This is an optimization exercise on Yosys and OpenROAD, whose aim is small area, a short achievable clock period and few clock cycles per item, not a production implementation. RTL that was checked went through simulation tests only; none was proved equivalent to the original. Only the layout flow was run in run 2; the RTL was not checked for function there.

===== design/flow/constraint.sdc =====
create_clock -name core_clock -period 6.5 [get_ports {clk}]
set_input_delay 1.3000 -clock core_clock [delete_from_list [all_inputs] [get_ports {clk}]]
set_output_delay 1.3000 -clock core_clock [all_outputs]
set_load 0.01 [all_outputs]

===== design/flow/design.v =====
package wtok_pkg;
  localparam int unsigned LENGTH_WIDTH_DEF = 16;
  localparam logic [31:0] FNV_BASIS = 32'h811C_9DC5;
  localparam logic [31:0] FNV_PRIME = 32'h0100_0193;
  localparam logic [7:0] CHR_NUL = 8'h00;
  localparam logic [7:0] CHR_TAB = 8'h09;
  localparam logic [7:0] CHR_LF  = 8'h0A;
  localparam logic [7:0] CHR_VT  = 8'h0B;
  localparam logic [7:0] CHR_FF  = 8'h0C;
  localparam logic [7:0] CHR_CR  = 8'h0D;
  localparam logic [7:0] CHR_SP  = 8'h20;
  localparam logic [15:0] EOS_LENGTH = 16'd4;
  localparam int unsigned QUEUE_DEPTH = 4;
  localparam int unsigned QUEUE_PTR_W = $clog2(QUEUE_DEPTH);
  localparam int unsigned QUEUE_CNT_W = $clog2(QUEUE_DEPTH + 1);
  typedef struct packed {
    logic [7:0] data_byte;
    logic       end_of_input;
  } byte_t;
  typedef struct packed {
    logic [31:0] word_hash;
    logic [15:0] word_length;
    logic        is_eos;
    logic        last;
  } token_t;
  localparam int unsigned TOKEN_W = 50;  
  localparam logic [31:0] EOS_HASH = 32'hD79C_9359;
endpackage
import wtok_pkg::*;
module wtok_room (
  input  logic [1:0] cls,
  input  logic       in_word,
  input  logic [1:0] e_pre,
  input  logic       w_own,
  input  logic       e_post,
  input  logic       take,
  output logic       ok
);
  logic       e_front;
  logic [1:0] e_pre1;
  logic       w_own1;
  logic       e_post1;
  always_comb begin
    e_front = (e_pre != 2'd0);
    e_pre1  = e_pre;
    w_own1  = w_own;
    e_post1 = e_post;
    if (take) begin
      if (e_front) begin
        e_pre1 = e_pre - 2'd1;
      end else begin
        w_own1  = 1'b0;
        e_pre1  = {1'b0, e_post};
        e_post1 = 1'b0;
      end
    end
    case (cls)
      2'd1:    ok = !w_own1;
      2'd2:    ok = in_word || (w_own1 ? !e_post1 : (e_pre1 != 2'd2));
      2'd3:    ok = 1'b1;
      default: ok = 1'b0;
    endcase
  end
endmodule
module word_tokenizer_fnv1a_hasher_top #(
  parameter int unsigned LENGTH_WIDTH = wtok_pkg::LENGTH_WIDTH_DEF
) (
  input  logic   clk,
  input  logic   rst,
  input  logic   byte_valid,
  output logic   byte_ready,
  input  wtok_pkg::byte_t  byte_data,
  output logic   token_valid,
  input  logic   token_ready,
  output wtok_pkg::token_t token_data
);
  localparam logic [1:0] C_NONE = 2'd0;
  localparam logic [1:0] C_WORD = 2'd1;
  localparam logic [1:0] C_LF   = 2'd2;
  localparam logic [1:0] C_END  = 2'd3;
  logic [1:0]  ib_cls;
  logic [6:0]  xlo_r;       
  logic        ib_b7;
  logic                    in_word;
  logic                    cont_a;    
  logic                    cont_b;    
  logic [31:0]             hash_r;
  logic [LENGTH_WIDTH-1:0] len_r;
  logic                    last_r;
  logic [1:0]  e_pre;
  logic        w_own;
  logic        e_post;
  logic        rdy_nt;
  logic        rdy_t;
  logic        e_front;
  logic        take;
  logic        ok;
  logic        hash_upd;
  logic        word_end;
  logic        byte_xfer;
  logic        in_space;
  logic [1:0]  in_cls;
  logic [31:0] hash_sel;
  logic [31:0] mix_in;
  logic [31:0] mix_out;
  logic [31:0] mixed;
  logic [1:0]  ib_cls_n;
  logic        in_word_n;
  logic [1:0]  e_pre_n;
  logic        w_own_n;
  logic        e_post_n;
  logic        ok_nt_n;
  logic        ok_t_n;
  logic [6:0]  in_low;
  logic [6:0]  hlo_n;
  logic [6:0]  xlo_n;
  assign e_front     = (e_pre != 2'd0);
  assign token_valid = e_front || w_own;
  assign take        = token_valid && token_ready;
  assign token_data.word_hash   = e_front ? EOS_HASH : hash_r;
  assign token_data.word_length = e_front ? EOS_LENGTH : 16'(len_r);
  assign token_data.is_eos      = e_front;
  assign token_data.last        = e_front || last_r;
  assign byte_ready = rdy_nt || (token_ready && rdy_t);
  assign byte_xfer  = byte_valid && byte_ready;
  wtok_room u_room (
    .cls(ib_cls), .in_word(in_word), .e_pre(e_pre), .w_own(w_own),
    .e_post(e_post), .take(take), .ok(ok)
  );
  always_comb begin
    hash_upd = (ib_cls == C_WORD) && ok;
    word_end = ok && in_word && ib_cls[1];
    in_space = (byte_data.data_byte == CHR_SP)  || (byte_data.data_byte == CHR_LF) ||
               (byte_data.data_byte == CHR_CR)  || (byte_data.data_byte == CHR_TAB) ||
               (byte_data.data_byte == CHR_VT)  || (byte_data.data_byte == CHR_FF) ||
               (byte_data.data_byte == CHR_NUL);
    if (byte_data.end_of_input)                 in_cls = C_END;
    else if (byte_data.data_byte == CHR_LF)     in_cls = C_LF;
    else if (in_space)                          in_cls = C_END;
    else                                        in_cls = C_WORD;
    if (byte_xfer)   ib_cls_n = in_cls;
    else if (ok)     ib_cls_n = C_NONE;
    else             ib_cls_n = ib_cls;
    e_pre_n   = e_pre;
    w_own_n   = w_own;
    e_post_n  = e_post;
    in_word_n = in_word;
    if (take) begin
      if (e_front) begin
        e_pre_n = e_pre - 2'd1;
      end else begin
        w_own_n  = 1'b0;
        e_pre_n  = {1'b0, e_post};
        e_post_n = 1'b0;
      end
    end
    if (ok) begin
      case (ib_cls)
        C_WORD: in_word_n = 1'b1;
        C_LF: begin
          in_word_n = 1'b0;
          if (in_word) begin
            w_own_n  = 1'b1;
            e_post_n = 1'b1;
          end else if (w_own_n) begin
            e_post_n = 1'b1;
          end else begin
            e_pre_n  = e_pre_n + 2'd1;
          end
        end
        C_END: begin
          in_word_n = 1'b0;
          if (in_word) w_own_n = 1'b1;
        end
        default: ;
      endcase
    end
    hash_sel[31:19] = cont_a ? hash_r[31:19] : FNV_BASIS[31:19];
    hash_sel[18:0]  = cont_b ? hash_r[18:0]  : FNV_BASIS[18:0];
    mix_in   = {hash_sel[31:7], xlo_r};
    mixed    = mix_out ^ {32{ib_b7}};
    in_low   = byte_data.data_byte[6:0] ^ {7{byte_data.data_byte[7]}};
    hlo_n    = hash_upd ? mixed[6:0] : hash_r[6:0];
    xlo_n    = (in_word_n ? hlo_n : FNV_BASIS[6:0]) ^ in_low;
  end
  fnv_mul u_mul (.x(mix_in), .e(ib_b7), .y(mix_out));
  wtok_room u_room_nt (
    .cls(ib_cls_n), .in_word(in_word_n), .e_pre(e_pre_n), .w_own(w_own_n),
    .e_post(e_post_n), .take(1'b0), .ok(ok_nt_n)
  );
  wtok_room u_room_t (
    .cls(ib_cls_n), .in_word(in_word_n), .e_pre(e_pre_n), .w_own(w_own_n),
    .e_post(e_post_n), .take(1'b1), .ok(ok_t_n)
  );
  always_ff @(posedge clk) begin
    if (rst) begin
      ib_cls  <= C_NONE;
      in_word <= 1'b0;
      e_pre   <= 2'd0;
      w_own   <= 1'b0;
      e_post  <= 1'b0;
      rdy_nt  <= 1'b1;
      rdy_t   <= 1'b1;
    end else begin
      ib_cls  <= ib_cls_n;
      in_word <= in_word_n;
      e_pre   <= e_pre_n;
      w_own   <= w_own_n;
      e_post  <= e_post_n;
      rdy_nt  <= (ib_cls_n == C_NONE) || ok_nt_n;
      rdy_t   <= (ib_cls_n == C_NONE) || ((e_pre_n != 2'd0 || w_own_n) && ok_t_n);
    end
  end
  always_ff @(posedge clk) begin
    if (byte_xfer || ok) begin
      cont_b <= in_word_n;
    end
  end
  always_ff @(posedge clk) begin
    if (byte_xfer) begin
      xlo_r  <= xlo_n;
      cont_a <= in_word_n;
      ib_b7  <= byte_data.data_byte[7];
    end
  end
  always_ff @(posedge clk) begin
    if (hash_upd) begin
      hash_r <= mixed;
      if (!in_word) begin
        len_r <= LENGTH_WIDTH'(1);
      end else if (len_r != '1) begin
        len_r <= len_r + LENGTH_WIDTH'(1);
      end
    end
    if (word_end) begin
      last_r <= (ib_cls == C_END);
    end
  end
endmodule
module fnv_mul (
  input  logic [31:0] x,
  input  logic        e,
  output logic [31:0] y
);
  logic fs0;
  logic fc0;
  logic fs1;
  logic fc1;
  logic fs2;
  logic fc2;
  logic fs3;
  logic fc3;
  logic fs4;
  logic fc4;
  logic fs5;
  logic fc5;
  logic fs6;
  logic fc6;
  logic fs7;
  logic fc7;
  logic fs8;
  logic fc8;
  logic fs9;
  logic fc9;
  logic fs10;
  logic fc10;
  logic fs11;
  logic fc11;
  logic fs12;
  logic fc12;
  logic fs13;
  logic fc13;
  logic fs14;
  logic fc14;
  logic fs15;
  logic fc15;
  logic fs16;
  logic fc16;
  logic fs17;
  logic fc17;
  logic fs18;
  logic fc18;
  logic fs19;
  logic fc19;
  logic fs20;
  logic fc20;
  logic fs21;
  logic fc21;
  logic fs22;
  logic fc22;
  logic fs23;
  logic fc23;
  logic fs24;
  logic fc24;
  logic fs25;
  logic fc25;
  logic fs26;
  logic fc26;
  logic fs27;
  logic fc27;
  logic fs28;
  logic fc28;
  logic fs29;
  logic fc29;
  logic fs30;
  logic fc30;
  logic fs31;
  logic fc31;
  logic fs32;
  logic fc32;
  logic fs33;
  logic fc33;
  logic fs34;
  logic fc34;
  logic fs35;
  logic fc35;
  logic fs36;
  logic fc36;
  logic fs37;
  logic fc37;
  logic fs38;
  logic fc38;
  logic fs39;
  logic fc39;
  logic fs40;
  logic fc40;
  logic fs41;
  logic fc41;
  logic fs42;
  logic fc42;
  logic fs43;
  logic fc43;
  logic fs44;
  logic fc44;
  logic fs45;
  logic fc45;
  logic fs46;
  logic fc46;
  logic fs47;
  logic fc47;
  logic fs48;
  logic fc48;
  logic fs49;
  logic fc49;
  logic fs50;
  logic fc50;
  logic fs51;
  logic fc51;
  logic fs52;
  logic fc52;
  logic fs53;
  logic fc53;
  logic fs54;
  logic fc54;
  logic fs55;
  logic fc55;
  logic fs56;
  logic fc56;
  logic fs57;
  logic fc57;
  logic fs58;
  logic fc58;
  logic fs59;
  logic fc59;
  logic fs60;
  logic fc60;
  logic fs61;
  logic fc61;
  logic fs62;
  logic fc62;
  logic fs63;
  logic fc63;
  logic fs64;
  logic fc64;
  logic fs65;
  logic fc65;
  logic fs66;
  logic fc66;
  logic fs67;
  logic fc67;
  logic fs68;
  logic fc68;
  logic fs69;
  logic fc69;
  logic fs70;
  logic fc70;
  logic fs71;
  logic fc71;
  logic fs72;
  logic fc72;
  logic fs73;
  logic fc73;
  logic fs74;
  logic fc74;
  logic fs75;
  logic fc75;
  logic fs76;
  logic fc76;
  logic fs77;
  logic fc77;
  logic fs78;
  logic fc78;
  logic fs79;
  logic fc79;
  logic fs80;
  logic fc80;
  logic fs81;
  logic fc81;
  logic fs82;
  logic fc82;
  logic fs83;
  logic fc83;
  logic fs84;
  logic fc84;
  logic [31:0] ra, rb;
  assign fs0 = x[4] ^ x[3] ^ x[0];
  assign fc0 = (x[4] & x[3]) | (x[4] & x[0]) | (x[3] & x[0]);
  assign fs1 = x[5] ^ x[4] ^ x[1];
  assign fc1 = (x[5] & x[4]) | (x[5] & x[1]) | (x[4] & x[1]);
  assign fs2 = x[6] ^ x[5] ^ x[2];
  assign fc2 = (x[6] & x[5]) | (x[6] & x[2]) | (x[5] & x[2]);
  assign fs3 = x[7] ^ x[6] ^ x[3];
  assign fc3 = (x[7] & x[6]) | (x[7] & x[3]) | (x[6] & x[3]);
  assign fs4 = x[0] ^ e ^ fc2;
  assign fc4 = (x[0] & e) | (x[0] & fc2) | (e & fc2);
  assign fs5 = x[8] ^ x[7] ^ x[4];
  assign fc5 = (x[8] & x[7]) | (x[8] & x[4]) | (x[7] & x[4]);
  assign fs6 = x[1] ^ x[0] ^ e;
  assign fc6 = (x[1] & x[0]) | (x[1] & e) | (x[0] & e);
  assign fs7 = fc3 ^ fs5 ^ fs6;
  assign fc7 = (fc3 & fs5) | (fc3 & fs6) | (fs5 & fs6);
  assign fs8 = x[9] ^ x[8] ^ x[5];
  assign fc8 = (x[9] & x[8]) | (x[9] & x[5]) | (x[8] & x[5]);
  assign fs9 = x[2] ^ x[1] ^ fc5;
  assign fc9 = (x[2] & x[1]) | (x[2] & fc5) | (x[1] & fc5);
  assign fs10 = fc6 ^ fs8 ^ fc7;
  assign fc10 = (fc6 & fs8) | (fc6 & fc7) | (fs8 & fc7);
  assign fs11 = x[10] ^ x[9] ^ x[6];
  assign fc11 = (x[10] & x[9]) | (x[10] & x[6]) | (x[9] & x[6]);
  assign fs12 = x[3] ^ x[2] ^ fc8;
  assign fc12 = (x[3] & x[2]) | (x[3] & fc8) | (x[2] & fc8);
  assign fs13 = fs11 ^ fc9 ^ fs12;
  assign fc13 = (fs11 & fc9) | (fs11 & fs12) | (fc9 & fs12);
  assign fs14 = x[11] ^ x[10] ^ x[7];
  assign fc14 = (x[11] & x[10]) | (x[11] & x[7]) | (x[10] & x[7]);
  assign fs15 = x[4] ^ x[3] ^ fc11;
  assign fc15 = (x[4] & x[3]) | (x[4] & fc11) | (x[3] & fc11);
  assign fs16 = fs14 ^ fc12 ^ fs15;
  assign fc16 = (fs14 & fc12) | (fs14 & fs15) | (fc12 & fs15);
  assign fs17 = x[12] ^ x[11] ^ x[8];
  assign fc17 = (x[12] & x[11]) | (x[12] & x[8]) | (x[11] & x[8]);
  assign fs18 = x[5] ^ x[4] ^ fc14;
  assign fc18 = (x[5] & x[4]) | (x[5] & fc14) | (x[4] & fc14);
  assign fs19 = fs17 ^ fc15 ^ fs18;
  assign fc19 = (fs17 & fc15) | (fs17 & fs18) | (fc15 & fs18);
  assign fs20 = x[13] ^ x[12] ^ x[9];
  assign fc20 = (x[13] & x[12]) | (x[13] & x[9]) | (x[12] & x[9]);
  assign fs21 = x[6] ^ x[5] ^ fc17;
  assign fc21 = (x[6] & x[5]) | (x[6] & fc17) | (x[5] & fc17);
  assign fs22 = fs20 ^ fc18 ^ fs21;
  assign fc22 = (fs20 & fc18) | (fs20 & fs21) | (fc18 & fs21);
  assign fs23 = x[14] ^ x[13] ^ x[10];
  assign fc23 = (x[14] & x[13]) | (x[14] & x[10]) | (x[13] & x[10]);
  assign fs24 = x[7] ^ x[6] ^ fc20;
  assign fc24 = (x[7] & x[6]) | (x[7] & fc20) | (x[6] & fc20);
  assign fs25 = fs23 ^ fc21 ^ fs24;
  assign fc25 = (fs23 & fc21) | (fs23 & fs24) | (fc21 & fs24);
  assign fs26 = x[15] ^ x[14] ^ x[11];
  assign fc26 = (x[15] & x[14]) | (x[15] & x[11]) | (x[14] & x[11]);
  assign fs27 = x[8] ^ x[7] ^ fc23;
  assign fc27 = (x[8] & x[7]) | (x[8] & fc23) | (x[7] & fc23);
  assign fs28 = fs26 ^ fc24 ^ fs27;
  assign fc28 = (fs26 & fc24) | (fs26 & fs27) | (fc24 & fs27);
  assign fs29 = x[16] ^ x[15] ^ x[12];
  assign fc29 = (x[16] & x[15]) | (x[16] & x[12]) | (x[15] & x[12]);
  assign fs30 = x[9] ^ x[8] ^ fc26;
  assign fc30 = (x[9] & x[8]) | (x[9] & fc26) | (x[8] & fc26);
  assign fs31 = fs29 ^ fc27 ^ fs30;
  assign fc31 = (fs29 & fc27) | (fs29 & fs30) | (fc27 & fs30);
  assign fs32 = x[17] ^ x[16] ^ x[13];
  assign fc32 = (x[17] & x[16]) | (x[17] & x[13]) | (x[16] & x[13]);
  assign fs33 = x[10] ^ x[9] ^ fc29;
  assign fc33 = (x[10] & x[9]) | (x[10] & fc29) | (x[9] & fc29);
  assign fs34 = fs32 ^ fc30 ^ fs33;
  assign fc34 = (fs32 & fc30) | (fs32 & fs33) | (fc30 & fs33);
  assign fs35 = x[18] ^ x[17] ^ x[14];
  assign fc35 = (x[18] & x[17]) | (x[18] & x[14]) | (x[17] & x[14]);
  assign fs36 = x[11] ^ x[10] ^ fc32;
  assign fc36 = (x[11] & x[10]) | (x[11] & fc32) | (x[10] & fc32);
  assign fs37 = fs35 ^ fc33 ^ fs36;
  assign fc37 = (fs35 & fc33) | (fs35 & fs36) | (fc33 & fs36);
  assign fs38 = x[19] ^ x[18] ^ x[15];
  assign fc38 = (x[19] & x[18]) | (x[19] & x[15]) | (x[18] & x[15]);
  assign fs39 = x[12] ^ x[11] ^ fc35;
  assign fc39 = (x[12] & x[11]) | (x[12] & fc35) | (x[11] & fc35);
  assign fs40 = fs38 ^ fc36 ^ fs39;
  assign fc40 = (fs38 & fc36) | (fs38 & fs39) | (fc36 & fs39);
  assign fs41 = x[20] ^ x[19] ^ x[16];
  assign fc41 = (x[20] & x[19]) | (x[20] & x[16]) | (x[19] & x[16]);
  assign fs42 = x[13] ^ x[12] ^ fc38;
  assign fc42 = (x[13] & x[12]) | (x[13] & fc38) | (x[12] & fc38);
  assign fs43 = fs41 ^ fc39 ^ fs42;
  assign fc43 = (fs41 & fc39) | (fs41 & fs42) | (fc39 & fs42);
  assign fs44 = x[21] ^ x[20] ^ x[17];
  assign fc44 = (x[21] & x[20]) | (x[21] & x[17]) | (x[20] & x[17]);
  assign fs45 = x[14] ^ x[13] ^ fc41;
  assign fc45 = (x[14] & x[13]) | (x[14] & fc41) | (x[13] & fc41);
  assign fs46 = fs44 ^ fc42 ^ fs45;
  assign fc46 = (fs44 & fc42) | (fs44 & fs45) | (fc42 & fs45);
  assign fs47 = x[22] ^ x[21] ^ x[18];
  assign fc47 = (x[22] & x[21]) | (x[22] & x[18]) | (x[21] & x[18]);
  assign fs48 = x[15] ^ x[14] ^ fc44;
  assign fc48 = (x[15] & x[14]) | (x[15] & fc44) | (x[14] & fc44);
  assign fs49 = fs47 ^ fc45 ^ fs48;
  assign fc49 = (fs47 & fc45) | (fs47 & fs48) | (fc45 & fs48);
  assign fs50 = x[23] ^ x[22] ^ x[19];
  assign fc50 = (x[23] & x[22]) | (x[23] & x[19]) | (x[22] & x[19]);
  assign fs51 = x[16] ^ x[15] ^ fc47;
  assign fc51 = (x[16] & x[15]) | (x[16] & fc47) | (x[15] & fc47);
  assign fs52 = fs50 ^ fc48 ^ fs51;
  assign fc52 = (fs50 & fc48) | (fs50 & fs51) | (fc48 & fs51);
  assign fs53 = x[24] ^ x[23] ^ x[20];
  assign fc53 = (x[24] & x[23]) | (x[24] & x[20]) | (x[23] & x[20]);
  assign fs54 = x[17] ^ x[16] ^ x[0];
  assign fc54 = (x[17] & x[16]) | (x[17] & x[0]) | (x[16] & x[0]);
  assign fs55 = e ^ fc50 ^ fs53;
  assign fc55 = (e & fc50) | (e & fs53) | (fc50 & fs53);
  assign fs56 = fs54 ^ fc51 ^ fs55;
  assign fc56 = (fs54 & fc51) | (fs54 & fs55) | (fc51 & fs55);
  assign fs57 = x[25] ^ x[24] ^ x[21];
  assign fc57 = (x[25] & x[24]) | (x[25] & x[21]) | (x[24] & x[21]);
  assign fs58 = x[18] ^ x[17] ^ x[1];
  assign fc58 = (x[18] & x[17]) | (x[18] & x[1]) | (x[17] & x[1]);
  assign fs59 = fc53 ^ fc54 ^ fs57;
  assign fc59 = (fc53 & fc54) | (fc53 & fs57) | (fc54 & fs57);
  assign fs60 = fs58 ^ fc55 ^ fs59;
  assign fc60 = (fs58 & fc55) | (fs58 & fs59) | (fc55 & fs59);
  assign fs61 = x[26] ^ x[25] ^ x[22];
  assign fc61 = (x[26] & x[25]) | (x[26] & x[22]) | (x[25] & x[22]);
  assign fs62 = x[19] ^ x[18] ^ x[2];
  assign fc62 = (x[19] & x[18]) | (x[19] & x[2]) | (x[18] & x[2]);
  assign fs63 = fc57 ^ fc58 ^ fs61;
  assign fc63 = (fc57 & fc58) | (fc57 & fs61) | (fc58 & fs61);
  assign fs64 = fs62 ^ fc59 ^ fs63;
  assign fc64 = (fs62 & fc59) | (fs62 & fs63) | (fc59 & fs63);
  assign fs65 = x[27] ^ x[26] ^ x[23];
  assign fc65 = (x[27] & x[26]) | (x[27] & x[23]) | (x[26] & x[23]);
  assign fs66 = x[20] ^ x[19] ^ x[3];
  assign fc66 = (x[20] & x[19]) | (x[20] & x[3]) | (x[19] & x[3]);
  assign fs67 = fc61 ^ fc62 ^ fs65;
  assign fc67 = (fc61 & fc62) | (fc61 & fs65) | (fc62 & fs65);
  assign fs68 = fs66 ^ fc63 ^ fs67;
  assign fc68 = (fs66 & fc63) | (fs66 & fs67) | (fc63 & fs67);
  assign fs69 = x[28] ^ x[27] ^ x[24];
  assign fc69 = (x[28] & x[27]) | (x[28] & x[24]) | (x[27] & x[24]);
  assign fs70 = x[21] ^ x[20] ^ x[4];
  assign fc70 = (x[21] & x[20]) | (x[21] & x[4]) | (x[20] & x[4]);
  assign fs71 = fc65 ^ fc66 ^ fs69;
  assign fc71 = (fc65 & fc66) | (fc65 & fs69) | (fc66 & fs69);
  assign fs72 = fs70 ^ fc67 ^ fs71;
  assign fc72 = (fs70 & fc67) | (fs70 & fs71) | (fc67 & fs71);
  assign fs73 = x[29] ^ x[28] ^ x[25];
  assign fc73 = (x[29] & x[28]) | (x[29] & x[25]) | (x[28] & x[25]);
  assign fs74 = x[22] ^ x[21] ^ x[5];
  assign fc74 = (x[22] & x[21]) | (x[22] & x[5]) | (x[21] & x[5]);
  assign fs75 = fc69 ^ fc70 ^ fs73;
  assign fc75 = (fc69 & fc70) | (fc69 & fs73) | (fc70 & fs73);
  assign fs76 = fs74 ^ fc71 ^ fs75;
  assign fc76 = (fs74 & fc71) | (fs74 & fs75) | (fc71 & fs75);
  assign fs77 = x[30] ^ x[29] ^ x[26];
  assign fc77 = (x[30] & x[29]) | (x[30] & x[26]) | (x[29] & x[26]);
  assign fs78 = x[23] ^ x[22] ^ x[6];
  assign fc78 = (x[23] & x[22]) | (x[23] & x[6]) | (x[22] & x[6]);
  assign fs79 = fc73 ^ fc74 ^ fs77;
  assign fc79 = (fc73 & fc74) | (fc73 & fs77) | (fc74 & fs77);
  assign fs80 = fs78 ^ fc75 ^ fs79;
  assign fc80 = (fs78 & fc75) | (fs78 & fs79) | (fc75 & fs79);
  assign fs81 = x[31] ^ x[30] ^ x[27];
  assign fc81 = (x[31] & x[30]) | (x[31] & x[27]) | (x[30] & x[27]);
  assign fs82 = x[24] ^ x[23] ^ x[7];
  assign fc82 = (x[24] & x[23]) | (x[24] & x[7]) | (x[23] & x[7]);
  assign fs83 = fc77 ^ fc78 ^ fs81;
  assign fc83 = (fc77 & fc78) | (fc77 & fs81) | (fc78 & fs81);
  assign fs84 = fs82 ^ fc79 ^ fs83;
  assign fc84 = (fs82 & fc79) | (fs82 & fs83) | (fc79 & fs83);
  assign ra[0] = x[0];
  assign rb[0] = e;
  assign ra[1] = x[1];
  assign rb[1] = x[0];
  assign ra[2] = x[2];
  assign rb[2] = x[1];
  assign ra[3] = x[3];
  assign rb[3] = x[2];
  assign ra[4] = e;
  assign rb[4] = fs0;
  assign ra[5] = fc0;
  assign rb[5] = fs1;
  assign ra[6] = fc1;
  assign rb[6] = fs2;
  assign ra[7] = fs3;
  assign rb[7] = fs4;
  assign ra[8] = fc4;
  assign rb[8] = fs7;
  assign ra[9] = fs9;
  assign rb[9] = fs10;
  assign ra[10] = fc10;
  assign rb[10] = fs13;
  assign ra[11] = fc13;
  assign rb[11] = fs16;
  assign ra[12] = fc16;
  assign rb[12] = fs19;
  assign ra[13] = fc19;
  assign rb[13] = fs22;
  assign ra[14] = fc22;
  assign rb[14] = fs25;
  assign ra[15] = fc25;
  assign rb[15] = fs28;
  assign ra[16] = fc28;
  assign rb[16] = fs31;
  assign ra[17] = fc31;
  assign rb[17] = fs34;
  assign ra[18] = fc34;
  assign rb[18] = fs37;
  assign ra[19] = fc37;
  assign rb[19] = fs40;
  assign ra[20] = fc40;
  assign rb[20] = fs43;
  assign ra[21] = fc43;
  assign rb[21] = fs46;
  assign ra[22] = fc46;
  assign rb[22] = fs49;
  assign ra[23] = fc49;
  assign rb[23] = fs52;
  assign ra[24] = fc52;
  assign rb[24] = fs56;
  assign ra[25] = fc56;
  assign rb[25] = fs60;
  assign ra[26] = fc60;
  assign rb[26] = fs64;
  assign ra[27] = fc64;
  assign rb[27] = fs68;
  assign ra[28] = fc68;
  assign rb[28] = fs72;
  assign ra[29] = fc72;
  assign rb[29] = fs76;
  assign ra[30] = fc76;
  assign rb[30] = fs80;
  assign ra[31] = fc80;
  assign rb[31] = fs84;
  logic [31:0] g0, p0;
  assign g0 = ra & rb;
  assign p0 = ra ^ rb;
  logic gc0;
  assign gc0 = g0[0] | (p0[0] & e);
  logic gn1, pn1;
  assign gn1 = g0[1] | (p0[1] & gc0);
  assign pn1 = p0[1] & p0[0];
  logic gn2, pn2;
  assign gn2 = g0[3] | (p0[3] & g0[2]);
  assign pn2 = p0[3] & p0[2];
  logic gn3, pn3;
  assign gn3 = g0[5] | (p0[5] & g0[4]);
  assign pn3 = p0[5] & p0[4];
  logic gn4, pn4;
  assign gn4 = g0[7] | (p0[7] & g0[6]);
  assign pn4 = p0[7] & p0[6];
  logic gn5, pn5;
  assign gn5 = g0[9] | (p0[9] & g0[8]);
  assign pn5 = p0[9] & p0[8];
  logic gn6, pn6;
  assign gn6 = g0[11] | (p0[11] & g0[10]);
  assign pn6 = p0[11] & p0[10];
  logic gn7, pn7;
  assign gn7 = g0[13] | (p0[13] & g0[12]);
  assign pn7 = p0[13] & p0[12];
  logic gn8, pn8;
  assign gn8 = g0[15] | (p0[15] & g0[14]);
  assign pn8 = p0[15] & p0[14];
  logic gn9, pn9;
  assign gn9 = g0[17] | (p0[17] & g0[16]);
  assign pn9 = p0[17] & p0[16];
  logic gn10, pn10;
  assign gn10 = g0[19] | (p0[19] & g0[18]);
  assign pn10 = p0[19] & p0[18];
  logic gn11, pn11;
  assign gn11 = g0[21] | (p0[21] & g0[20]);
  assign pn11 = p0[21] & p0[20];
  logic gn12, pn12;
  assign gn12 = g0[23] | (p0[23] & g0[22]);
  assign pn12 = p0[23] & p0[22];
  logic gn13, pn13;
  assign gn13 = g0[25] | (p0[25] & g0[24]);
  assign pn13 = p0[25] & p0[24];
  logic gn14, pn14;
  assign gn14 = g0[27] | (p0[27] & g0[26]);
  assign pn14 = p0[27] & p0[26];
  logic gn15, pn15;
  assign gn15 = g0[29] | (p0[29] & g0[28]);
  assign pn15 = p0[29] & p0[28];
  logic gn16, pn16;
  assign gn16 = g0[31] | (p0[31] & g0[30]);
  assign pn16 = p0[31] & p0[30];
  logic gn17, pn17;
  assign gn17 = g0[2] | (p0[2] & gn1);
  assign pn17 = p0[2] & pn1;
  logic gn18, pn18;
  assign gn18 = gn2 | (pn2 & gn1);
  assign pn18 = pn2 & pn1;
  logic gn19, pn19;
  assign gn19 = g0[6] | (p0[6] & gn3);
  assign pn19 = p0[6] & pn3;
  logic gn20, pn20;
  assign gn20 = gn4 | (pn4 & gn3);
  assign pn20 = pn4 & pn3;
  logic gn21, pn21;
  assign gn21 = g0[10] | (p0[10] & gn5);
  assign pn21 = p0[10] & pn5;
  logic gn22, pn22;
  assign gn22 = gn6 | (pn6 & gn5);
  assign pn22 = pn6 & pn5;
  logic gn23, pn23;
  assign gn23 = g0[14] | (p0[14] & gn7);
  assign pn23 = p0[14] & pn7;
  logic gn24, pn24;
  assign gn24 = gn8 | (pn8 & gn7);
  assign pn24 = pn8 & pn7;
  logic gn25, pn25;
  assign gn25 = g0[18] | (p0[18] & gn9);
  assign pn25 = p0[18] & pn9;
  logic gn26, pn26;
  assign gn26 = gn10 | (pn10 & gn9);
  assign pn26 = pn10 & pn9;
  logic gn27, pn27;
  assign gn27 = g0[22] | (p0[22] & gn11);
  assign pn27 = p0[22] & pn11;
  logic gn28, pn28;
  assign gn28 = gn12 | (pn12 & gn11);
  assign pn28 = pn12 & pn11;
  logic gn29, pn29;
  assign gn29 = g0[26] | (p0[26] & gn13);
  assign pn29 = p0[26] & pn13;
  logic gn30, pn30;
  assign gn30 = gn14 | (pn14 & gn13);
  assign pn30 = pn14 & pn13;
  logic gn31, pn31;
  assign gn31 = g0[30] | (p0[30] & gn15);
  assign pn31 = p0[30] & pn15;
  logic gn32, pn32;
  assign gn32 = gn16 | (pn16 & gn15);
  assign pn32 = pn16 & pn15;
  logic gn33, pn33;
  assign gn33 = g0[4] | (p0[4] & gn18);
  assign pn33 = p0[4] & pn18;
  logic gn34, pn34;
  assign gn34 = gn3 | (pn3 & gn18);
  assign pn34 = pn3 & pn18;
  logic gn35, pn35;
  assign gn35 = gn19 | (pn19 & gn18);
  assign pn35 = pn19 & pn18;
  logic gn36, pn36;
  assign gn36 = gn20 | (pn20 & gn18);
  assign pn36 = pn20 & pn18;
  logic gn37, pn37;
  assign gn37 = g0[12] | (p0[12] & gn22);
  assign pn37 = p0[12] & pn22;
  logic gn38, pn38;
  assign gn38 = gn7 | (pn7 & gn22);
  assign pn38 = pn7 & pn22;
  logic gn39, pn39;
  assign gn39 = gn23 | (pn23 & gn22);
  assign pn39 = pn23 & pn22;
  logic gn40, pn40;
  assign gn40 = gn24 | (pn24 & gn22);
  assign pn40 = pn24 & pn22;
  logic gn41, pn41;
  assign gn41 = g0[20] | (p0[20] & gn26);
  assign pn41 = p0[20] & pn26;
  logic gn42, pn42;
  assign gn42 = gn11 | (pn11 & gn26);
  assign pn42 = pn11 & pn26;
  logic gn43, pn43;
  assign gn43 = gn27 | (pn27 & gn26);
  assign pn43 = pn27 & pn26;
  logic gn44, pn44;
  assign gn44 = gn28 | (pn28 & gn26);
  assign pn44 = pn28 & pn26;
  logic gn45, pn45;
  assign gn45 = g0[28] | (p0[28] & gn30);
  assign pn45 = p0[28] & pn30;
  logic gn46, pn46;
  assign gn46 = gn15 | (pn15 & gn30);
  assign pn46 = pn15 & pn30;
  logic gn47, pn47;
  assign gn47 = gn31 | (pn31 & gn30);
  assign pn47 = pn31 & pn30;
  logic gn48, pn48;
  assign gn48 = gn32 | (pn32 & gn30);
  assign pn48 = pn32 & pn30;
  logic gn49, pn49;
  assign gn49 = g0[8] | (p0[8] & gn36);
  assign pn49 = p0[8] & pn36;
  logic gn50, pn50;
  assign gn50 = gn5 | (pn5 & gn36);
  assign pn50 = pn5 & pn36;
  logic gn51, pn51;
  assign gn51 = gn21 | (pn21 & gn36);
  assign pn51 = pn21 & pn36;
  logic gn52, pn52;
  assign gn52 = gn22 | (pn22 & gn36);
  assign pn52 = pn22 & pn36;
  logic gn53, pn53;
  assign gn53 = gn37 | (pn37 & gn36);
  assign pn53 = pn37 & pn36;
  logic gn54, pn54;
  assign gn54 = gn38 | (pn38 & gn36);
  assign pn54 = pn38 & pn36;
  logic gn55, pn55;
  assign gn55 = gn39 | (pn39 & gn36);
  assign pn55 = pn39 & pn36;
  logic gn56, pn56;
  assign gn56 = gn40 | (pn40 & gn36);
  assign pn56 = pn40 & pn36;
  logic gn57, pn57;
  assign gn57 = g0[24] | (p0[24] & gn44);
  assign pn57 = p0[24] & pn44;
  logic gn58, pn58;
  assign gn58 = gn13 | (pn13 & gn44);
  assign pn58 = pn13 & pn44;
  logic gn59, pn59;
  assign gn59 = gn29 | (pn29 & gn44);
  assign pn59 = pn29 & pn44;
  logic gn60, pn60;
  assign gn60 = gn30 | (pn30 & gn44);
  assign pn60 = pn30 & pn44;
  logic gn61, pn61;
  assign gn61 = gn45 | (pn45 & gn44);
  assign pn61 = pn45 & pn44;
  logic gn62, pn62;
  assign gn62 = gn46 | (pn46 & gn44);
  assign pn62 = pn46 & pn44;
  logic gn63, pn63;
  assign gn63 = gn47 | (pn47 & gn44);
  assign pn63 = pn47 & pn44;
  logic gn64, pn64;
  assign gn64 = gn48 | (pn48 & gn44);
  assign pn64 = pn48 & pn44;
  logic gn65, pn65;
  assign gn65 = g0[16] | (p0[16] & gn56);
  assign pn65 = p0[16] & pn56;
  logic gn66, pn66;
  assign gn66 = gn9 | (pn9 & gn56);
  assign pn66 = pn9 & pn56;
  logic gn67, pn67;
  assign gn67 = gn25 | (pn25 & gn56);
  assign pn67 = pn25 & pn56;
  logic gn68, pn68;
  assign gn68 = gn26 | (pn26 & gn56);
  assign pn68 = pn26 & pn56;
  logic gn69, pn69;
  assign gn69 = gn41 | (pn41 & gn56);
  assign pn69 = pn41 & pn56;
  logic gn70, pn70;
  assign gn70 = gn42 | (pn42 & gn56);
  assign pn70 = pn42 & pn56;
  logic gn71, pn71;
  assign gn71 = gn43 | (pn43 & gn56);
  assign pn71 = pn43 & pn56;
  logic gn72, pn72;
  assign gn72 = gn44 | (pn44 & gn56);
  assign pn72 = pn44 & pn56;
  logic gn73, pn73;
  assign gn73 = gn57 | (pn57 & gn56);
  assign pn73 = pn57 & pn56;
  logic gn74, pn74;
  assign gn74 = gn58 | (pn58 & gn56);
  assign pn74 = pn58 & pn56;
  logic gn75, pn75;
  assign gn75 = gn59 | (pn59 & gn56);
  assign pn75 = pn59 & pn56;
  logic gn76, pn76;
  assign gn76 = gn60 | (pn60 & gn56);
  assign pn76 = pn60 & pn56;
  logic gn77, pn77;
  assign gn77 = gn61 | (pn61 & gn56);
  assign pn77 = pn61 & pn56;
  logic gn78, pn78;
  assign gn78 = gn62 | (pn62 & gn56);
  assign pn78 = pn62 & pn56;
  logic gn79, pn79;
  assign gn79 = gn63 | (pn63 & gn56);
  assign pn79 = pn63 & pn56;
  logic gn80, pn80;
  assign gn80 = gn64 | (pn64 & gn56);
  assign pn80 = pn64 & pn56;
  assign y[0] = p0[0] ^ e;
  assign y[1] = p0[1] ^ gc0;
  assign y[2] = p0[2] ^ gn1;
  assign y[3] = p0[3] ^ gn17;
  assign y[4] = p0[4] ^ gn18;
  assign y[5] = p0[5] ^ gn33;
  assign y[6] = p0[6] ^ gn34;
  assign y[7] = p0[7] ^ gn35;
  assign y[8] = p0[8] ^ gn36;
  assign y[9] = p0[9] ^ gn49;
  assign y[10] = p0[10] ^ gn50;
  assign y[11] = p0[11] ^ gn51;
  assign y[12] = p0[12] ^ gn52;
  assign y[13] = p0[13] ^ gn53;
  assign y[14] = p0[14] ^ gn54;
  assign y[15] = p0[15] ^ gn55;
  assign y[16] = p0[16] ^ gn56;
  assign y[17] = p0[17] ^ gn65;
  assign y[18] = p0[18] ^ gn66;
  assign y[19] = p0[19] ^ gn67;
  assign y[20] = p0[20] ^ gn68;
  assign y[21] = p0[21] ^ gn69;
  assign y[22] = p0[22] ^ gn70;
  assign y[23] = p0[23] ^ gn71;
  assign y[24] = p0[24] ^ gn72;
  assign y[25] = p0[25] ^ gn73;
  assign y[26] = p0[26] ^ gn74;
  assign y[27] = p0[27] ^ gn75;
  assign y[28] = p0[28] ^ gn76;
  assign y[29] = p0[29] ^ gn77;
  assign y[30] = p0[30] ^ gn78;
  assign y[31] = p0[31] ^ gn79;
endmodule

===== design/flow/run.sh =====
#!/bin/bash
# synth_recipe.tcl (not shown) runs the flow's synth.tcl, then flattens the netlist and writes it again
# the make line also repeats each setting of config.mk as NAME=value (left out here)
make -C /OpenROAD-flow-scripts/flow DESIGN_CONFIG=/design/flow/config.mk WORK_HOME=/design/flow/orfs CLKGATE_MAP_FILE= SYNTH_SCRIPT=/design/flow/synth_recipe.tcl finish

===== design/flow/config.mk =====
export PLATFORM = sky130hd
export DESIGN_NAME = word_tokenizer_fnv1a_hasher_top
export DESIGN_NICKNAME = word_tokenizer_fnv1a_hasher_top
export VERILOG_FILES = /design/flow/design.v
export SDC_FILE = /design/flow/constraint.sdc
export NUM_CORES = 4
export LEC_CHECK = 0
export CAP_MARGIN = 20
export CORE_MARGIN = 2
export CORE_UTILIZATION = 40
export SETUP_SLACK_MARGIN = 2.5
export SLEW_MARGIN = 20

==> summary.txt, run 1 <==
CTS Hold Bufs 0; setup TNS 0 ns; Worst EP arrival 4.33 ns; first-pass GRT wire length 28.3 mm; Port-buffer cells 64; Min-Delay Startpoint e_post$_SDFF_PP0_; mean routed wirelength per cell 17.7 um; pin count of the biggest net entering global routing 40; chip width 137 um; core area ~17000 um2; post-synthesis async set-or-reset flop share 0%; FP Rows 48; post-synthesis simple-gate area fraction roughly 16%; worst reg2reg path depth 19; worst reg2reg startpoint cont_b$_DFFE_PP_; post-synth cell types 57; mux cell area share after synthesis 0.160%; DR vias about 5.2k; Syn Std Cell Area 7030 um2; CP peak stage delay 0.54 ns; H-tree level count 3; TritonCTS clock tree yes; Critical-path top delay cell fa_1; data required time of the critical path 6.60 ns; Worst Setup Path Type flop to flop; most common cell after layout, fill and taps aside inv_1; #FFs+latches synth 68; worst reg2reg endpoint hash_r[22]$_DFFE_PP_; post-DP HPWL 13.4 mm; Syn Area/Cell 10.1 um2; Max clock buf depth 2; GRT Total Usage 20.2%; Post-synth EDFFs 59; Final Skew 0.00731 ns; sequential area share after synthesis ~28%; syn_nets about 830; Slew HR 35.2%; Hold Path Class flop to flop; Die ar. between 15000 and 20000 um2; Startpoint Class flop; RSZ-0062 raised after global routing true; Synthesis Warnings 2; vias per cell 5.09; CTS root buffer clkbuf_16; Final Hold Fails 0; later-pin clock latency in the skew report 0.36 ns; Most used DFF post-synth edfxtp_1; First DRT Iteration DRCs ~260; commonest non-fill, non-tap cells in the layout 85 x inv_1, 80 x xnor2_1, 71 x fa_1; outcome timing/DRC/antenna clean; Synth Area in XOR/XNOR 12.7%; dpl ws approximately 1.7 ns; Remaining DRCs 0; critical path cell sequence buf_6 > nand2b_4 > buf_6 > fa_2 > inv_2 > fa_1 > inv_2 > fa_1 > ha_4 > and3_4 > nor2b_1 > o21a_1 > or2_4 > buf_4 > nand2_1 > nand2_2 > a21o_1 > a21oi_2 > xnor2_1; Synth Area in Compound Gates 7.85%; starting density of the core 40.8%; n_diodes 0; Placed Area 7980 um2; GR Overflow Total 0; antenna violations before repair 0; fin crit period 4.23 ns; largest family of logic cells by synthesized area adder cells; num ports 65; # Max-Cap Violations 0; DRT Pass-1 Iters 5; Area growth, synth to finish 26.4%; reg2reg setup slack between 2 and 2.5 ns; hold depth 3; clock-pin transition on the worst setup and hold timing paths 0.06 ns; CP max FO 5; period utilization 65.0%; hold endpoint e_post$_SDFF_PP0_; GP Congestion slightly below 0.9; setup slack after layout 2.27 ns; vias in the first global route 5391; CTS sink cnt 68; final count of pins violating max slew 0; Least-Margin Pin Slew 0.971 ns; Post-Synthesis Cells 699; setup violators final 0; Post-Synth Adder-Cell Area 29.1%; Routed WL 18.2 mm; Total Nets Final around 920; final instance area 8880 um2; fmax 237 MHz; Die Ht 137 um; post-route ant nets 0; fraction of layout cells with a size suffix above 1 16.9%; total CTS buffers 9; Crit. End Element flop
==> layer usage <==
layer  GRT usage, %  up-vias  share of wire, %
met1           25.7     2632                43
met3           2.52       27               3.2
met5              0        -                 0
met2           34.8      107                51
met4           7.87        0               2.5
li1               -     2456                 -
==> per-stage QoR <==
stage,std cells,hold slack (ns),utilization (%)
floorplan,699,0.580,-
global placement,971,0.616,46.3
detailed placement,971,0.610,46.3
CTS,1012,0.619,50.2
global route,1025,0.684,51.5
finish,1025,0.612,51.5
==> worst max-delay path by stage <==
| stage | startpoint | to | slack [ns] | depth (start not counted) |
|---|---|---|---|---|
| 2_1_floorplan | cont_b$_DFFE_PP_ | hash_r[29]$_DFFE_PP_ | 2.46 | 17 |
| 3_3_place_gp | cont_b$_DFFE_PP_ | hash_r[17]$_DFFE_PP_ | 1.82 | 15 |
| 3_5_place_dp | cont_b$_DFFE_PP_ | hash_r[29]$_DFFE_PP_ | 1.66 | 14 |
| 4_1_cts | cont_b$_DFFE_PP_ | hash_r[29]$_DFFE_PP_ | 2.27 | 17 |
| 5_1_grt | cont_b$_DFFE_PP_ | hash_r[26]$_DFFE_PP_ | 2.12 | 17 |
| 6_report | cont_b$_DFFE_PP_ | hash_r[22]$_DFFE_PP_ | 2.27 | 19 |
==> worst max-delay path, delay by kind of cell (launching register included) <==
kind                       cells  cell delay [ns]
adders and majority gates      4             1.49
and+or+nand+nor                6             0.81
AOI/OAI and AO/OA              3             0.59
buffers and inverters          5             0.51
DFF                            1             0.50
xor gates and xnor gates       1             0.08
==> flip-flops by register name (all words and copies together), names as in the netlist <==
name	cells
rdy_nt	1
last_r	1
rdy_t	1
cont_b	1
e_post	1
ib_b7	1
w_own	1
len_r	16
e_pre	2
hash_r	32
xlo_r	7
ib_cls	2
in_word	1
cont_a	1
==> synthesized netlist by cell type (5+ instances only) <==
master	number	area, um2
inv_1	95	357
xnor2_1	82	718
fa_1	79	1580
edfxtp_1	59	1770
and2_1	51	319
nand2_1	48	180
ha_1	36	450
a21oi_1	29	145
nor2_1	29	109
or3_1	22	138
xor2_1	20	175
clkbuf_1	15	56.3
nand2b_1	15	93.8
a21o_1	11	82.6
dfxtp_1	9	180
nand3_1	9	45.0
o21ai_0	9	45.0
and3_1	8	50.1
nor3_1	6	30.0
nor2b_1	5	31.3
==> cell type report <==
type / count / area, um2
clock buffers: 9 / 225
clock inverters: 7 / 75.1
fillers: 1505 / 8350
inverters: 99 / 384
multi-input cells: 512 / 4990
flip-flops and latches: 68 / 1950
well taps: 225 / 282
repair buffers: 105 / 978
==> kinds of logic after synthesis <==
logic type	count (synthesis)
AO/OA/AOI/OAI	84
XOR/XNOR	102
adder cells (fa/ha/maj)	116
buffers and inverters	119
flip-flops	68
multiplexers	1
AND/OR/NAND/NOR	209
==> repair_timing <==
item | 4_1_cts | 5_1_grt
gates resized for setup | 39 | 32
endpoints found under the setup margin | 40 | 28
buffers inserted | 25 | 13
pin swaps | 24 | 29
Testbench counts, summed over its fixed seeds: cycles 24,023, bytes 24,000.
==> run 2, diff against run 1 <==
--- a/design/flow/design.v
+++ b/design/flow/design.v
@@ -81,7 +81,4 @@
   logic [1:0]  ib_cls;
-  logic [6:0]  xlo_r;       
-  logic        ib_b7;
+  logic [7:0]  ib_byte;
   logic                    in_word;
-  logic                    cont_a;    
-  logic                    cont_b;    
   logic [31:0]             hash_r;
@@ -104,3 +101,2 @@
   logic [31:0] mix_in;
-  logic [31:0] mix_out;
   logic [31:0] mixed;
@@ -113,5 +109,2 @@
   logic        ok_t_n;
-  logic [6:0]  in_low;
-  logic [6:0]  hlo_n;
-  logic [6:0]  xlo_n;
   assign e_front     = (e_pre != 2'd0);
@@ -177,11 +170,6 @@
     end
-    hash_sel[31:19] = cont_a ? hash_r[31:19] : FNV_BASIS[31:19];
-    hash_sel[18:0]  = cont_b ? hash_r[18:0]  : FNV_BASIS[18:0];
-    mix_in   = {hash_sel[31:7], xlo_r};
-    mixed    = mix_out ^ {32{ib_b7}};
-    in_low   = byte_data.data_byte[6:0] ^ {7{byte_data.data_byte[7]}};
-    hlo_n    = hash_upd ? mixed[6:0] : hash_r[6:0];
-    xlo_n    = (in_word_n ? hlo_n : FNV_BASIS[6:0]) ^ in_low;
+    hash_sel = in_word ? hash_r : FNV_BASIS;
+    mix_in   = hash_sel ^ {{24{ib_byte[7]}}, ib_byte};
   end
-  fnv_mul u_mul (.x(mix_in), .e(ib_b7), .y(mix_out));
+  fnv_mul u_mul (.x(mix_in), .y(mixed));
   wtok_room u_room_nt (
@@ -214,11 +202,4 @@
   always_ff @(posedge clk) begin
-    if (byte_xfer || ok) begin
-      cont_b <= in_word_n;
-    end
-  end
-  always_ff @(posedge clk) begin
     if (byte_xfer) begin
-      xlo_r  <= xlo_n;
-      cont_a <= in_word_n;
-      ib_b7  <= byte_data.data_byte[7];
+      ib_byte <= byte_data.data_byte;
     end
@@ -241,3 +222,2 @@
   input  logic [31:0] x,
-  input  logic        e,
   output logic [31:0] y
@@ -415,4 +395,4 @@
   logic [31:0] ra, rb;
-  assign fs0 = x[4] ^ x[3] ^ x[0];
-  assign fc0 = (x[4] & x[3]) | (x[4] & x[0]) | (x[3] & x[0]);
+  assign fs0 = x[4] ^ x[3];
+  assign fc0 = x[4] & x[3];
   assign fs1 = x[5] ^ x[4] ^ x[1];
@@ -421,10 +401,10 @@
   assign fc2 = (x[6] & x[5]) | (x[6] & x[2]) | (x[5] & x[2]);
-  assign fs3 = x[7] ^ x[6] ^ x[3];
-  assign fc3 = (x[7] & x[6]) | (x[7] & x[3]) | (x[6] & x[3]);
-  assign fs4 = x[0] ^ e ^ fc2;
-  assign fc4 = (x[0] & e) | (x[0] & fc2) | (e & fc2);
-  assign fs5 = x[8] ^ x[7] ^ x[4];
-  assign fc5 = (x[8] & x[7]) | (x[8] & x[4]) | (x[7] & x[4]);
-  assign fs6 = x[1] ^ x[0] ^ e;
-  assign fc6 = (x[1] & x[0]) | (x[1] & e) | (x[0] & e);
+  assign fs3 = x[7] ^ x[6];
+  assign fc3 = x[7] & x[6];
+  assign fs4 = x[3] ^ x[0] ^ fs3;
+  assign fc4 = (x[3] & x[0]) | (x[3] & fs3) | (x[0] & fs3);
+  assign fs5 = x[8] ^ x[7];
+  assign fc5 = x[8] & x[7];
+  assign fs6 = x[4] ^ x[1] ^ x[0];
+  assign fc6 = (x[4] & x[1]) | (x[4] & x[0]) | (x[1] & x[0]);
   assign fs7 = fc3 ^ fs5 ^ fs6;
@@ -435,4 +415,4 @@
   assign fc9 = (x[2] & x[1]) | (x[2] & fc5) | (x[1] & fc5);
-  assign fs10 = fc6 ^ fs8 ^ fc7;
-  assign fc10 = (fc6 & fs8) | (fc6 & fc7) | (fs8 & fc7);
+  assign fs10 = fc6 ^ fs8 ^ fs9;
+  assign fc10 = (fc6 & fs8) | (fc6 & fs9) | (fs8 & fs9);
   assign fs11 = x[10] ^ x[9] ^ x[6];
@@ -521,8 +501,8 @@
   assign fc52 = (fs50 & fc48) | (fs50 & fs51) | (fc48 & fs51);
-  assign fs53 = x[24] ^ x[23] ^ x[20];
-  assign fc53 = (x[24] & x[23]) | (x[24] & x[20]) | (x[23] & x[20]);
-  assign fs54 = x[17] ^ x[16] ^ x[0];
-  assign fc54 = (x[17] & x[16]) | (x[17] & x[0]) | (x[16] & x[0]);
-  assign fs55 = e ^ fc50 ^ fs53;
-  assign fc55 = (e & fc50) | (e & fs53) | (fc50 & fs53);
+  assign fs53 = x[24] ^ x[23];
+  assign fc53 = x[24] & x[23];
+  assign fs54 = x[20] ^ x[17] ^ x[16];
+  assign fc54 = (x[20] & x[17]) | (x[20] & x[16]) | (x[17] & x[16]);
+  assign fs55 = x[0] ^ fs53 ^ fc50;
+  assign fc55 = (x[0] & fs53) | (x[0] & fc50) | (fs53 & fc50);
   assign fs56 = fs54 ^ fc51 ^ fs55;
@@ -586,3 +566,3 @@
   assign ra[0] = x[0];
-  assign rb[0] = e;
+  assign rb[0] = 1'b0;
   assign ra[1] = x[1];
@@ -593,3 +573,3 @@
   assign rb[3] = x[2];
-  assign ra[4] = e;
+  assign ra[4] = x[0];
   assign rb[4] = fs0;
@@ -599,3 +579,3 @@
   assign rb[6] = fs2;
-  assign ra[7] = fs3;
+  assign ra[7] = fc2;
   assign rb[7] = fs4;
@@ -603,3 +583,3 @@
   assign rb[8] = fs7;
-  assign ra[9] = fs9;
+  assign ra[9] = fc7;
   assign rb[9] = fs10;
@@ -652,6 +632,4 @@
   assign p0 = ra ^ rb;
-  logic gc0;
-  assign gc0 = g0[0] | (p0[0] & e);
   logic gn1, pn1;
-  assign gn1 = g0[1] | (p0[1] & gc0);
+  assign gn1 = g0[1] | (p0[1] & g0[0]);
   assign pn1 = p0[1] & p0[0];
@@ -894,4 +872,4 @@
   assign pn80 = pn64 & pn56;
-  assign y[0] = p0[0] ^ e;
-  assign y[1] = p0[1] ^ gc0;
+  assign y[0] = p0[0];
+  assign y[1] = p0[1] ^ g0[0];
   assign y[2] = p0[2] ^ gn1;
--- a/design/flow/config.mk
+++ b/design/flow/config.mk
@@ -10,3 +10,3 @@
 export CORE_UTILIZATION = 40
-export SETUP_SLACK_MARGIN = 2.5
+export SETUP_SLACK_MARGIN = 1.5
 export SLEW_MARGIN = 20
==> summary.txt, run 2 <==
outcome timing/DRC/antenna clean; Total Nets Final 881; Startpoint Class flop; DR vias a little under 5k; CTS sink cnt 66; Max clock buf depth 2; Most used DFF post-synth edfxtp_1; vias in the first global route 5245; later-pin clock latency in the skew report 0.34 ns; #FFs+latches synth 66; pin count of the biggest net entering global routing 35; first-pass GRT wire length 26.7 mm; GP Congestion 0.882; Synthesis Warnings 2; Final Skew 0.0102 ns; Placed Area ~7700 um2; post-synth cell types 49; clock-pin transition on the worst setup and hold timing paths 0.06 ns; post-route ant nets 0; fraction of layout cells with a size suffix above 1 6.61%; CP max FO 6; TritonCTS clock tree yes; Die Ht 134 um; met3 Track Usage GR under 10%; syn_nets 809; GR Overflow Total 0; fin cells 976; Synth area leaders edfxtp_1 25%, fa_1 24%, inv_1 6.9%, ha_1 6.6%, xnor2_1 5.0%; final instance area 8110 um2; met1 Use GR 25.0%; data required time of the critical path 6.59 ns; Remaining DRCs 0; chip width 134 um; Worst EP arrival 4.83 ns; RSZ-0062 raised after global routing false; delay-heaviest family, CP adder cells; Port-buffer cells 64; fin crit period between 4 and 5 ns; final count of pins violating max slew 0; vias per cell 4.94; Crit. End Element flop; Final Hold Fails 0; Syn Area/Cell 9.99 um2; First DRT Iteration DRCs 197; CP peak stage delay 0.51 ns; FP Rows 47; Worst Setup Path Type flop to flop; Routed WL 16.0 mm; total CTS buffers 9; period utilization 72.9%; top cell type's share of synthesized area 25.2%; Slew HR 26.5%; Least-Margin Pin Slew 1.10 ns; Die ar. 18000 um2; most frequent cell after synthesis inv_1; Reg with most FFs hash_r; Largest register FFs 32; Critical-path top delay cell fa_1; fmax 211 MHz; Fillers 1579; Synth area leader edfxtp_1; antenna violations before repair 0; core area 16600 um2; setup TNS 0 ns; post-synthesis async set-or-reset flop share 0%; CTS root buffer clkbuf_16; num ports 65; commonest non-fill, non-tap cells in the layout 123 x inv_1, 81 x fa_1, 64 x clkdlybuf4s50_1; post-DP HPWL around 13 mm; DRT Pass-1 Iters 5; mean routed wirelength per cell 16.4 um; GRT Total Usage 19.1%; synth cell count leaders 124 x inv_1, 81 x fa_1, 57 x edfxtp_1; M2 GR Usage approximately 31%; CTS Hold Bufs 0; Post-Synthesis Cells 679; most common cell after layout, fill and taps aside inv_1; Syn Std Cell Area 6790 um2; n_diodes 0; critical path cell sequence buf_4 > buf_4 > xor2_2 > inv_1 > fa_1 > fa_1 > fa_1 > inv_1 > ha_1 > a21oi_1 > o21ai_0 > o31a_1 > buf_4 > a311oi_4 > nor3_1 > o31a_1; GRT Max-Usage Layer met2; Post-synth EDFFs between 50 and 60; setup violators final 0; Hold Path Class flop to flop; CP Buf/Inv Count 5; H-tree level count 3; biggest regs hash_r: 32 flops, len_r: 16 flops, ib_byte: 8 flops; Area growth, synth to finish 19.5%; # Max-Cap Violations 0; starting density of the core 40.9%; placed cells 951; sequential area share after synthesis 27.9%
run 2: cell types whose count changed after synthesis, sizes merged, moves of 4 or more:
cell	change
nand4	+5
xnor2	-43
a21oi	-6
and2	-8
nor3	+5
nand2	-6
nor2	-8
o21ai	+4
xor2	+18
inv	+26
and3	-5
run 2: worst paths after layout:
kind | from | endpoint | slack (ns) | cells past startpoint
setup reg to reg | ib_byte[7]$_DFFE_PP_ | hash_r[24]$_DFFE_PP_ | 1.76 | 16
hold reg to reg | e_post$_SDFF_PP0_ | e_post$_SDFF_PP0_ | 0.57 | 2
hold / removal | e_post$_SDFF_PP0_ | e_post$_SDFF_PP0_ | 0.57 | 2
setup / recovery | ib_byte[7]$_DFFE_PP_ | hash_r[24]$_DFFE_PP_ | 1.76 | 16
run 2: repair_timing:
action,in CTS,in global routing
endpoints found under the setup margin,14,14
resized for setup,4,11
pin swaps,0,1
setup buffers,4,5
run 2: logic make-up after synthesis:
family	count (synthesis)	share of synthesized area (%)
mux	1	0.166
xor+xnor	77	10.0
flops	66	27.9
compound gates	83	8.10
fa+ha+maj	117	30.5
simple gates	192	15.3
buf+inv	143	7.98
run 2: cell type report:
cell class / count / area (um2) / share of cell area (%)
Sequential cell: 66 / 1900 / 23.4
Timing Repair Buffer: 80 / 768 / 9.48
Clock inverter: 7 / 53.8 / 0.664
Clock buffer: 9 / 225 / 2.78
Multi-Input combinational cell: 470 / 4420 / 54.6
Tap cell: 220 / 275 / 3.40
Inverter: 124 / 465 / 5.74
run 2: per-stage QoR:
step | utilization, % | setup slack, ns | hold WS [ns]
final | 48.9 | 1.76 | 0.569
after global routing | 48.9 | 1.48 | 0.603
after CTS | 48.4 | 1.53 | 0.570
after detailed placement | 46.3 | 1.18 | 0.552
after global placement | 46.3 | 1.32 | 0.540
after floorplan | - | 1.55 | 0.486
run 2: metal layers:
metal / routed length [um] / share of wire (%) / vias to the layer above
li1: - / - / 2332
met5: 0 / 0 / -
met4: 515 / 3.2 / 0
met1: 7210 / 45 / 2346
met2: 7610 / 48 / 119
met3: 649 / 4.1 / 28
run 2: tightest hold or removal path, delay by kind of cell, from the launching register on:
kind / cells / cell delay [ns]
AOI/OAI and AO/OA: 2 / 0.20
DFF: 1 / 0.33

[separate check: timing with driven ports]
In the flow no input, the clock included, has a driving cell. The finished layouts below were timed again as built, in two steps.
Step 1: set_driving_cell puts a clkbuf_16 on clk and a buf_2 on each other input, an assumption about the parent block.
Step 2 adds t to the input delays and takes it off the output delays; t is the mean of the earliest and latest rising clock arrival at the registers after step 1. Input paths then give back, and output paths get back, about the clock's delay inside the block.
a / b / c = ideal ports / drivers / drivers and shift; a / b = the first two.
run | t (ns) | slack for setup (ns) | clock arrival spread, ns | pins driven straight from the clock port
run 1 | 0.396 | 2.273 / 2.273 / 2.273 | 0.007 / 0.008 | 1
run 2 | 0.380 | 1.763 / 1.763 / 1.763 | 0.010 / 0.010 | 1
After both steps setup and hold are still met in every run listed.
